This design comes from an exercise in tuning for small area and a short achievable clock period on the open sky130 flow, not from production work.
Only simulation tests tie the RTL to the original design; equivalence was not proved.
Power and IR drop assume default switching activity.

violet:
## mmio_event_queue
module mmio_event_queue
#(
  parameter int unsigned DEPTH = 8,
  parameter int unsigned CNT_W = $clog2(DEPTH + 1)
) (
  input  logic             clk,
  input  logic             rstn,
  input  logic [MMIOStruct::MMIO_W-1:0]          timer_mmio,
  input  logic [MMIOStruct::MMIO_W-1:0]          disp_mmio,
  input  logic [MMIOStruct::MMIO_W-1:0]          uart_mmio,
  input  logic             cosim_ready,
  output logic [MMIOStruct::MMIO_W-1:0]          cosim_mmio,
  output logic [CNT_W-1:0] count,
  output logic             overflow
);
Size in the first run: ~4700 cells after synthesis, about 410 I/O pins, roughly 38000 sq um of cells after synthesis.
==> flow/config.mk <==
export PLATFORM = sky130hd
export DESIGN_NAME = mmio_event_queue
export DESIGN_NICKNAME = mmio_event_queue
export VERILOG_FILES = /design/flow/design.v
export SDC_FILE = /design/flow/constraint.sdc
export NUM_CORES = 4
export LEC_CHECK = 0
export CAP_MARGIN = 30
export CORE_MARGIN = 2
export CORE_UTILIZATION = 40
export CTS_CLUSTER_DIAMETER = 100
export CTS_CLUSTER_SIZE = 20
export SETUP_SLACK_MARGIN = 2.7
export SLEW_MARGIN = 30
==> flow/constraint.sdc <==
create_clock -name core_clock -period 5.0 [get_ports {clk}]
set_input_delay 1.0000 -clock core_clock [delete_from_list [all_inputs] [get_ports {clk}]]
set_output_delay 1.0000 -clock core_clock [all_outputs]
set_load 0.01 [all_outputs]
standard.sh (not shown) runs the stock make flow with config.mk's settings and CLKGATE_MAP_FILE= SYNTH_SCRIPT=/design/flow/synth_recipe.tcl, a recipe that flattens the netlist after the stock synthesis.
==> flow/flow/run.sh <==
#!/bin/bash
# The standard layout, with the ports buffered by small plain buffers rather
# than the delay buffers buffer_ports picks by default: buf_1 on the inputs
# (before global placement, as standard) and buf_2 on the outputs (at the
# start of the resize step, before repair_design sizes them).
set -euo pipefail
export BUFFER_PORTS_ARGS="-inputs -buffer_cell sky130_fd_sc_hd__buf_1"
export PRE_RESIZE_TCL="$(pwd)/flow/pre_resize.tcl"
bash standard.sh > standard.log 2>&1
==> flow/flow/pre_resize.tcl <==
# Buffer the outputs with buf_2 cells; the inputs were buffered with buf_1
# cells before global placement.
buffer_ports -outputs -buffer_cell sky130_fd_sc_hd__buf_2
violet was carried through to the last stage, and its layout satisfied the timing, design-rule and antenna checks.
Edits applied to the flow inputs when going from violet to juniper:
==> flow/flow/run.sh <==
#!/bin/bash
# The standard layout, with the ports buffered by buf_2 cells rather than
# the delay buffers buffer_ports picks by default.
set -euo pipefail
export BUFFER_PORTS_ARGS="-buffer_cell sky130_fd_sc_hd__buf_2"
bash standard.sh > standard.log 2>&1
-- flow/config.mk --
<<< violet, line 10
export CORE_UTILIZATION = 40
>>> juniper, line 10
export CORE_UTILIZATION = 55
<<< violet, line 13
export SETUP_SLACK_MARGIN = 2.7
>>> juniper, line 13
export SETUP_SLACK_MARGIN = 2.8
removed: flow/flow/pre_resize.tcl
==> notes.md <==
Going from violet to juniper, count of inserted antenna diode cells went up by 36; count of placed standard cells in the final layout, fillers left out now smaller; minimum period implied by the final worst setup slack went down 0.11 ns.
For juniper, the critical path's slowest cell was sky130_fd_sc_hd__and2_4, unlike violet, where it was sky130_fd_sc_hd__nor2_4.
Final-layout fill cell count (juniper / violet): 0.64
Post-placement worst setup slack, violet and juniper, lower one = violet.
Against violet as the reference, juniper delivers a lower part of the power in the clock network.
[inputs] nickel vs juniper
-- flow/config.mk --
<<< juniper, line 8
export CAP_MARGIN = 30
>>> nickel, line 8
export CAP_MARGIN = 20
<<< juniper, line 10
export CORE_UTILIZATION = 55
export CTS_CLUSTER_DIAMETER = 100
export CTS_CLUSTER_SIZE = 20
export SETUP_SLACK_MARGIN = 2.8
export SLEW_MARGIN = 30
>>> nickel, line 10
export CORE_UTILIZATION = 40
export CTS_CLUSTER_DIAMETER = 150
export CTS_CLUSTER_SIZE = 25
export SETUP_SLACK_MARGIN = 2.6
export SLEW_MARGIN = 20
Results
On non-clock buffer count: between nickel and juniper, it ends up higher for juniper. Diff juniper -> nickel: design area moved down, met3 routed wirelength decreased about 24%. Total half-perimeter wirelength after legalization and detailed placement (juniper / nickel): 0.943. Looking at cell type of the slowest stage on the worst timing path, the sky130_fd_sc_hd__and2_4 result is from juniper; the sky130_fd_sc_hd__mux2_4 one comes from nickel. Going from juniper to nickel, via count shrinks by 4.1%. Compared with juniper, in nickel number of buffers and inverters on the critical path increased by 1 relative to the old numbers, area enclosed by the die boundary increased by 37% relative to the old numbers, sequential share of layout area increased by 0.30 points relative to the old numbers. Clock-pin transition on the worst setup and hold timing paths, nickel and juniper, lower one = juniper.
### nickel -> harbor
==> flow/flow/run.sh <==
#!/bin/bash
# The standard layout, with the ports buffered by small plain buffers rather
# than the delay buffers buffer_ports picks by default: buf_1 on the inputs
# (before global placement, as standard) and buf_2 on the outputs (at the
# start of the resize step, before repair_design sizes them).
set -euo pipefail
export BUFFER_PORTS_ARGS="-inputs -buffer_cell sky130_fd_sc_hd__buf_1"
export PRE_RESIZE_TCL="$(pwd)/flow/pre_resize.tcl"
bash standard.sh > standard.log 2>&1
==> flow/flow/pre_resize.tcl (new file) <==
# Buffer the outputs with buf_2 cells; the inputs were buffered with buf_1
# cells before global placement.
buffer_ports -outputs -buffer_cell sky130_fd_sc_hd__buf_2
-- flow/config.mk --
<<< nickel, line 8
export CAP_MARGIN = 20
>>> harbor, line 8
export CAP_MARGIN = 30
<<< nickel, line 11
export CTS_CLUSTER_DIAMETER = 150
export CTS_CLUSTER_SIZE = 25
export SETUP_SLACK_MARGIN = 2.6
export SLEW_MARGIN = 20
>>> harbor, line 11
export CTS_CLUSTER_DIAMETER = 100
export CTS_CLUSTER_SIZE = 20
export SETUP_SLACK_MARGIN = 2.8
export SLEW_MARGIN = 30
## What came out
- Row met3 capacity usage during global routing: harbor higher / nickel lower
- Clock power (harbor vs. nickel) increases by more than 10%
- Share of total power in the clock network for harbor: 1.4 points up relative to nickel
- Diff nickel -> harbor: power increased by about 3.4% relative to the old numbers; area growth from synthesis to layout has increased; fmax rose 8.1%; total routed wirelength rose by 2.7 mm.
Edits applied to the flow inputs when going from harbor to pepper:
-- flow/config.mk --
<<< harbor, line 10
export CORE_UTILIZATION = 40
>>> pepper, line 10
export CORE_UTILIZATION = 50
Across both runs, power after layout was higher for pepper than for harbor.
harbor has lower area growth from synthesis to layout than pepper.
For harbor, the capturing element of the worst setup path was mem_q[4][96]$_DFF_P_, unlike pepper, where it was mem_q[6][18]$_DFF_P_.
pepper ended with less clock network fraction of total power than harbor.

afterwards: timing with drivers on the ports:
How much do the figures lean on ideal ports? The routed layouts below were timed once more, with nothing changed but the port constraints. Step 1 sets driving cells, clkbuf_16 on the clock port and buf_2 on the other inputs (assumed; they add their load-dependent delay and slew). Step 2 also shifts input and output timing later by t, the mid clock arrival at the registers, as if the neighbouring blocks saw the same clock. Three values: ideal ports, drivers, drivers and shift; two values: the first two.
run	t (ns)	setup slack, ns	hold slack, ns	clock arrival spread, ns
violet	0.693	2.650 / 2.639 / 1.948	0.480 / 0.480 / 0.480	0.028 / 0.028
juniper	0.704	2.758 / 2.648 / 1.943	0.479 / 0.479 / 0.479	0.029 / 0.029
nickel	0.700	2.605 / 2.542 / 1.843	0.468 / 0.468 / 0.468	0.041 / 0.041
harbor	0.700	2.784 / 2.714 / 2.014	0.479 / 0.479 / 0.479	0.030 / 0.030
pepper	0.697	2.715 / 2.651 / 1.955	0.479 / 0.479 / 0.479	0.023 / 0.023
After both steps every run listed still meets setup and hold. For juniper, which loses most, drivers alone change the setup slack by -0.110 ns; drivers and shift together by -0.815 ns.
